From an optimization exercise on the open Yosys and OpenROAD flow, aimed at small area, a short achievable clock period and few clock cycles per item; shortcuts taken in it are not production practice. No activity file was given, so power comes from the tool's default toggle rates.

==> flow/design.v <==
package srpb_pkg;
  localparam int COUNT_WIDTH = 16;
  localparam int VAL_WIDTH   = 16;
  localparam int CM_CFG_W    = 10;
  localparam int FRAC_BITS   = 10;
  localparam int CFG_IDX_W   = 3;
  localparam int CFG_DATA_W  = 16;
  localparam logic [FRAC_BITS-1:0] DIST_SCALE_Q10 = FRAC_BITS'(878);
  localparam logic [VAL_WIDTH-1:0] ECHO_LAST_INT  = VAL_WIDTH'(56191);
  localparam logic [FRAC_BITS-1:0] ECHO_LAST_FRAC = FRAC_BITS'(146);
  localparam logic [VAL_WIDTH-1:0] RST_TRIGGER_INTERVAL = VAL_WIDTH'(4000);
  localparam logic [CM_CFG_W-1:0]  RST_NEAR_LIMIT_CM    = CM_CFG_W'(10);
  localparam logic [CM_CFG_W-1:0]  RST_FAR_LIMIT_CM     = CM_CFG_W'(100);
  localparam logic [VAL_WIDTH-1:0] RST_NEAR_HALF_PERIOD = VAL_WIDTH'(2000);
  localparam logic [VAL_WIDTH-1:0] RST_FAR_HALF_PERIOD  = VAL_WIDTH'(20000);
  localparam logic [CM_CFG_W-1:0]  RST_TICKS_PER_CM     = CM_CFG_W'(200);
  localparam logic [VAL_WIDTH-1:0] RST_HALF_PERIOD      = VAL_WIDTH'(20000);
  typedef enum logic [CFG_IDX_W-1:0] {
    CFG_TRIGGER_INTERVAL = 3'd0,
    CFG_NEAR_LIMIT_CM    = 3'd1,
    CFG_FAR_LIMIT_CM     = 3'd2,
    CFG_NEAR_HALF_PERIOD = 3'd3,
    CFG_FAR_HALF_PERIOD  = 3'd4,
    CFG_TICKS_PER_CM     = 3'd5
  } srpb_cfg_idx_t;
  function automatic logic ge16(input logic [15:0] a, input logic [15:0] b);
    logic [15:0] g;
    logic [15:0] t;
    g = a & ~b;
    t = a | ~b;
    for (int n = 16; n > 1; n = n / 2) begin
      for (int k = 0; k < n / 2; k++) begin
        g[k] = g[2*k+1] | (t[2*k+1] & g[2*k]);
        t[k] = t[2*k+1] & t[2*k];
      end
    end
    ge16 = g[0] | t[0];
  endfunction
  typedef struct packed {
    logic action;
    logic echo_level;
  } srpb_item_t;
  typedef struct packed {
    logic                 trigger_out;
    logic                 led_out;
    logic [VAL_WIDTH-1:0] distance_cm;
    logic                 distance_new;
  } srpb_result_t;
endpackage
module srpb_mul (
  input  logic [srpb_pkg::VAL_WIDTH-1:0] acc,
  input  logic [srpb_pkg::CM_CFG_W-1:0]  a,
  input  logic                           bit_i,
  output logic [srpb_pkg::VAL_WIDTH-1:0] sum,
  output logic                           ovf
);
  localparam int VW = srpb_pkg::VAL_WIDTH;
  logic carry;
  assign {carry, sum} = {1'b0, acc[VW-2:0], 1'b0} + {1'b0, VW'(bit_i ? a : '0)};
  assign ovf          = acc[VW-1] || carry;
endmodule
module sonar_range_proximity_blinker_unit (
  input  logic                                clk,
  input  logic                                rst,
  input  logic                                item_valid,
  output logic                                item_stall,
  input  srpb_pkg::srpb_item_t                item,
  output logic                                result_valid,
  input  logic                                result_stall,
  output srpb_pkg::srpb_result_t              result,
  input  logic                                cfg_valid,
  output logic                                cfg_ready,
  input  logic [srpb_pkg::CFG_IDX_W-1:0]      cfg_index,
  input  logic [srpb_pkg::CFG_DATA_W-1:0]     cfg_data
);
  localparam int CW = srpb_pkg::COUNT_WIDTH;
  localparam int VW = srpb_pkg::VAL_WIDTH;
  localparam int FB = srpb_pkg::FRAC_BITS;
  localparam int KW = srpb_pkg::CM_CFG_W;
  logic [VW-1:0] trigger_interval;
  logic [KW-1:0] near_limit_cm;
  logic [KW-1:0] far_limit_cm;
  logic [VW-1:0] near_half_period;
  logic [VW-1:0] far_half_period;
  logic [KW-1:0] ticks_per_cm;
  logic [CW-1:0] trigger_next;   
  logic          pulse_pending;
  logic          trigger_level;
  logic [VW-1:0] echo_int;       
  logic [FB-1:0] echo_frac;      
  logic [VW-1:0] distance_cm;
  logic [VW-1:0] half_period;
  logic          half_ovf;       
  logic [CW-1:0] blink_next;     
  logic          led_state;
  logic          distance_new;
  logic          h_tick;
  logic          h_rise;
  logic          h_fall;
  logic          e_valid;
  srpb_pkg::srpb_item_t e_item;
  logic          stall_q;        
  logic          pending;        
  logic          rv_q;           
  logic [3:0]    scale_left;     
  logic          busy;           
  logic          scale_bit;      
  logic          push;
  logic          res_ok;
  logic          proc;
  logic          do_tick;
  logic          do_rise;
  logic          do_fall;
  logic          head_free;
  srpb_pkg::srpb_item_t nh_item;
  logic          nh_valid;
  logic [CW-1:0] trigger_inc;
  logic [CW-1:0] blink_inc;
  logic          trigger_hit;
  logic          blink_hit;
  logic          echo_last;
  logic          echo_carry;
  logic          near_hit;
  logic          mid_hit;
  logic          will_scale;
  logic [3:0]    tpc_msb;
  logic          tpc_msb_bit;
  logic          scale_bit_next;
  logic [VW-1:0] scale_sum;
  logic          scale_ovf;
  logic          busy_next;
  logic          pending_next;
  assign cfg_ready    = 1'b1;
  assign item_stall   = stall_q;
  assign result_valid = rv_q;
  assign result       = {trigger_level, led_state, distance_cm, distance_new};
  assign res_ok  = 1'b1;
  assign proc    = (h_tick || h_rise || h_fall) && !busy && res_ok;
  assign do_tick = h_tick && !busy && res_ok;
  assign do_rise = h_rise && !busy && res_ok;
  assign do_fall = h_fall && !busy && res_ok;
  assign push      = item_valid && !stall_q;
  assign head_free = !(h_tick || h_rise || h_fall) || proc;
  assign nh_valid  = e_valid || push;
  assign nh_item   = e_valid ? e_item : item;
  assign trigger_inc = trigger_next + CW'(1);
  assign blink_inc   = blink_next + CW'(1);
  assign trigger_hit = srpb_pkg::ge16(trigger_next, trigger_interval);
  assign blink_hit   = half_ovf ? (blink_next == '1) : srpb_pkg::ge16(blink_next, half_period);
  assign echo_carry = echo_frac >= FB'(1024 - 878);
  assign echo_last  = (echo_int == srpb_pkg::ECHO_LAST_INT) &&
                      (echo_frac == srpb_pkg::ECHO_LAST_FRAC);
  assign near_hit = (echo_int[VW-1:KW] == '0) &&
                    srpb_pkg::ge16(VW'({near_limit_cm, 1'b0}), VW'({echo_int[KW-1:0], |echo_frac}));
  assign mid_hit  = (echo_int[VW-1:KW] == '0) &&
                    !srpb_pkg::ge16(VW'(echo_int[KW-1:0]), VW'(far_limit_cm));
  always_comb begin
    tpc_msb     = 4'd0;
    tpc_msb_bit = 1'b0;
    for (int i = 1; i < KW; i++) begin
      if (ticks_per_cm[i]) begin
        tpc_msb     = 4'(i);
        tpc_msb_bit = ticks_per_cm[i-1];
      end
    end
  end
  assign will_scale = !near_hit && mid_hit && (tpc_msb != 4'd0);
  always_comb begin
    scale_bit_next = 1'b0;
    for (int i = 0; i < KW - 1; i++) begin
      if (scale_left == 4'(i + 2)) scale_bit_next = ticks_per_cm[i];
    end
    if (!busy) scale_bit_next = tpc_msb_bit;
  end
  srpb_mul u_mul (
    .acc   (half_period),
    .a     (distance_cm[KW-1:0]),
    .bit_i (scale_bit),
    .sum   (scale_sum),
    .ovf   (scale_ovf)
  );
  assign busy_next    = busy ? (scale_left != 4'd1) : (do_fall && will_scale);
  assign pending_next = proc || (pending && !(rv_q && !result_stall));
  always_ff @(posedge clk) begin
    if (rst) begin
      trigger_interval <= srpb_pkg::RST_TRIGGER_INTERVAL;
      near_limit_cm    <= srpb_pkg::RST_NEAR_LIMIT_CM;
      far_limit_cm     <= srpb_pkg::RST_FAR_LIMIT_CM;
      near_half_period <= srpb_pkg::RST_NEAR_HALF_PERIOD;
      far_half_period  <= srpb_pkg::RST_FAR_HALF_PERIOD;
      ticks_per_cm     <= srpb_pkg::RST_TICKS_PER_CM;
    end else if (cfg_valid) begin
      case (cfg_index)
        srpb_pkg::CFG_TRIGGER_INTERVAL: trigger_interval <= cfg_data;
        srpb_pkg::CFG_NEAR_LIMIT_CM:    near_limit_cm    <= cfg_data[KW-1:0];
        srpb_pkg::CFG_FAR_LIMIT_CM:     far_limit_cm     <= cfg_data[KW-1:0];
        srpb_pkg::CFG_NEAR_HALF_PERIOD: near_half_period <= cfg_data;
        srpb_pkg::CFG_FAR_HALF_PERIOD:  far_half_period  <= cfg_data;
        srpb_pkg::CFG_TICKS_PER_CM:     ticks_per_cm     <= cfg_data[KW-1:0];
        default: ;
      endcase
    end
  end
  always_ff @(posedge clk) begin
    if (rst) begin
      trigger_next  <= CW'(1);
      pulse_pending <= 1'b0;
      trigger_level <= 1'b0;
      echo_int      <= '0;
      echo_frac     <= '0;
      distance_cm   <= '0;
      half_period   <= srpb_pkg::RST_HALF_PERIOD;
      half_ovf      <= 1'b0;
      blink_next    <= CW'(1);
      led_state     <= 1'b0;
      distance_new  <= 1'b0;
      h_tick        <= 1'b0;
      h_rise        <= 1'b0;
      h_fall        <= 1'b0;
      e_valid       <= 1'b0;
      stall_q       <= 1'b0;
      pending       <= 1'b0;
      rv_q          <= 1'b0;
      scale_left    <= '0;
      busy          <= 1'b0;
    end else begin
      if (do_tick) begin
        trigger_next  <= trigger_hit ? CW'(1) : trigger_inc;
        pulse_pending <= trigger_hit;
        trigger_level <= trigger_hit || (trigger_level && !pulse_pending);
        blink_next    <= blink_hit ? CW'(1) : blink_inc;
        led_state     <= led_state ^ blink_hit;
        if (echo_last) begin
          echo_int  <= '0;
          echo_frac <= '0;
        end else begin
          if (echo_carry) echo_int <= echo_int + VW'(1);
          echo_frac <= echo_frac + srpb_pkg::DIST_SCALE_Q10;
        end
      end
      if (do_rise) begin
        echo_int  <= '0;
        echo_frac <= '0;
      end
      if (proc) distance_new <= do_fall;
      if (do_fall) begin
        distance_cm <= echo_int;
        if (near_hit)                half_period <= near_half_period;
        else if (!mid_hit)           half_period <= far_half_period;
        else if (ticks_per_cm == '0) half_period <= '0;
        else                         half_period <= echo_int;
        half_ovf <= 1'b0;
        scale_left <= tpc_msb;
      end
      if (busy) begin
        half_period <= scale_sum;
        half_ovf    <= half_ovf || scale_ovf;
        scale_left  <= scale_left - 4'd1;
      end
      busy    <= busy_next;
      pending <= pending_next;
      rv_q    <= pending_next && !busy_next;
      if (head_free) begin
        h_tick  <= nh_valid && !nh_item.action;
        h_rise  <= nh_valid && nh_item.action && nh_item.echo_level;
        h_fall  <= nh_valid && nh_item.action && !nh_item.echo_level;
        e_valid <= e_valid && push;
        stall_q <= e_valid && push;
      end else begin
        e_valid <= e_valid || push;
        stall_q <= e_valid || push;
      end
    end
  end
  always_ff @(posedge clk) begin
    if (push && (e_valid || !head_free)) e_item <= item;
    scale_bit <= scale_bit_next;
  end
endmodule
==> flow/config.mk <==
export PLATFORM = sky130hd
export DESIGN_NAME = sonar_range_proximity_blinker_unit
export DESIGN_NICKNAME = sonar_range_proximity_blinker_unit
export VERILOG_FILES = /design/flow/design.v
export SDC_FILE = /design/flow/constraint.sdc
export NUM_CORES = 4
export LEC_CHECK = 0
export ABC_CLOCK_PERIOD_IN_PS = 2000
export CAP_MARGIN = 20
export CORE_MARGIN = 2
export CORE_UTILIZATION = 40
export CTS_BUF_LIST = sky130_fd_sc_hd__clkbuf_8
export PLACE_DENSITY = 0.85
export SETUP_SLACK_MARGIN = 4.45
export SLEW_MARGIN = 20
==> flow/constraint.sdc <==
create_clock -name core_clock -period 7.0 [get_ports {clk}]
set_input_delay 1.4000 -clock core_clock [delete_from_list [all_inputs] [get_ports {clk}]]
set_output_delay 1.4000 -clock core_clock [all_outputs]
set_load 0.01 [all_outputs]
standard.sh (not shown) runs the stock make flow with config.mk's settings and CLKGATE_MAP_FILE= SYNTH_SCRIPT=/design/flow/synth_recipe.tcl, a recipe that flattens the netlist after the stock synthesis.
==> flow/flow/run.sh <==
#!/bin/bash
# The standard layout, with the port buffers made from plain buffers
# (sky130_fd_sc_hd__buf_2) instead of the delay cell buffer_ports picks by default
set -euo pipefail
bash standard.sh "BUFFER_PORTS_ARGS=-buffer_cell sky130_fd_sc_hd__buf_2" finish > flow.log 2>&1
The baseline completed without violations.
Edit:
--- a/flow/design.v
+++ b/flow/design.v
@@ -132,11 +132,11 @@
   logic          pending_next;
   assign cfg_ready    = 1'b1;
   assign item_stall   = stall_q;
   assign result_valid = rv_q;
   assign result       = {trigger_level, led_state, distance_cm, distance_new};
-  assign res_ok  = 1'b1;
+  assign res_ok  = !(pending && result_stall);
   assign proc    = (h_tick || h_rise || h_fall) && !busy && res_ok;
   assign do_tick = h_tick && !busy && res_ok;
   assign do_rise = h_rise && !busy && res_ok;
   assign do_fall = h_fall && !busy && res_ok;
   assign push      = item_valid && !stall_q;
@@ -146,12 +146,11 @@
   assign trigger_inc = trigger_next + CW'(1);
   assign blink_inc   = blink_next + CW'(1);
   assign trigger_hit = srpb_pkg::ge16(trigger_next, trigger_interval);
   assign blink_hit   = half_ovf ? (blink_next == '1) : srpb_pkg::ge16(blink_next, half_period);
   assign echo_carry = echo_frac >= FB'(1024 - 878);
-  assign echo_last  = (echo_int == srpb_pkg::ECHO_LAST_INT) &&
-                      (echo_frac == srpb_pkg::ECHO_LAST_FRAC);
+  assign echo_last  = &(echo_int | ~srpb_pkg::ECHO_LAST_INT);
   assign near_hit = (echo_int[VW-1:KW] == '0) &&
                     srpb_pkg::ge16(VW'({near_limit_cm, 1'b0}), VW'({echo_int[KW-1:0], |echo_frac}));
   assign mid_hit  = (echo_int[VW-1:KW] == '0) &&
                     !srpb_pkg::ge16(VW'(echo_int[KW-1:0]), VW'(far_limit_cm));
   always_comb begin
@@ -211,19 +210,17 @@
       distance_cm   <= '0;
       half_period   <= srpb_pkg::RST_HALF_PERIOD;
       half_ovf      <= 1'b0;
       blink_next    <= CW'(1);
       led_state     <= 1'b0;
-      distance_new  <= 1'b0;
       h_tick        <= 1'b0;
       h_rise        <= 1'b0;
       h_fall        <= 1'b0;
       e_valid       <= 1'b0;
       stall_q       <= 1'b0;
       pending       <= 1'b0;
       rv_q          <= 1'b0;
-      scale_left    <= '0;
       busy          <= 1'b0;
     end else begin
       if (do_tick) begin
         trigger_next  <= trigger_hit ? CW'(1) : trigger_inc;
         pulse_pending <= trigger_hit;
@@ -240,24 +237,21 @@
       end
       if (do_rise) begin
         echo_int  <= '0;
         echo_frac <= '0;
       end
-      if (proc) distance_new <= do_fall;
       if (do_fall) begin
         distance_cm <= echo_int;
         if (near_hit)                half_period <= near_half_period;
         else if (!mid_hit)           half_period <= far_half_period;
         else if (ticks_per_cm == '0) half_period <= '0;
         else                         half_period <= echo_int;
         half_ovf <= 1'b0;
-        scale_left <= tpc_msb;
       end
       if (busy) begin
         half_period <= scale_sum;
         half_ovf    <= half_ovf || scale_ovf;
-        scale_left  <= scale_left - 4'd1;
       end
       busy    <= busy_next;
       pending <= pending_next;
       rv_q    <= pending_next && !busy_next;
       if (head_free) begin
@@ -273,7 +267,10 @@
     end
   end
   always_ff @(posedge clk) begin
     if (push && (e_valid || !head_free)) e_item <= item;
     scale_bit <= scale_bit_next;
+    if (proc) distance_new <= do_fall;
+    if (busy)         scale_left <= scale_left - 4'd1;
+    else if (do_fall) scale_left <= tpc_msb;
   end
 endmodule
Result: Synthesized area came out lower by about 1.2%. Final cell count goes down by about 0.5%. Utilization is higher by 1.3 points. Design area went up by about 2.1%. First-iteration DRC count climbs by about 6%. Setup slack is worse by 0.29 ns. Critical path depth falls by 1. Fmax is lower by about 10%. Routed wire length went up by 3.0%. Worst hold slack is better by 0.0033 ns. Clock power falls by about 4.6%.
No functional check of the RTL was part of any run of this note.

[port drivers added, routing unchanged]
The results above use ideal ports. As a check the final layouts listed here were re-extracted and re-timed, cells and wires unchanged.
Step 1 assumes that a clkbuf_16 drives the clock port and a buf_2 every other input.
Step 2, shift: input delay + t, output delay - t, t = (earliest + latest rising clock arrival at the registers) / 2. This alone moves slack from input paths to output paths.
Three values: ideal ports, drivers, drivers and shift; two values: the first two.
| run | shift t [ns] | slack for setup (ns) | worst setup path after step 2 |
|---|---|---|---|
| the first run | 0.534 | 4.499 / 4.496 / 3.986 | input to register |
| the second run | 0.518 | 4.213 / 4.213 / 3.844 | input to register |
After both steps every run listed still meets setup and hold. The setup slack of the first run, which loses most, moves by -0.003 ns with the drivers and by -0.513 ns with both steps.
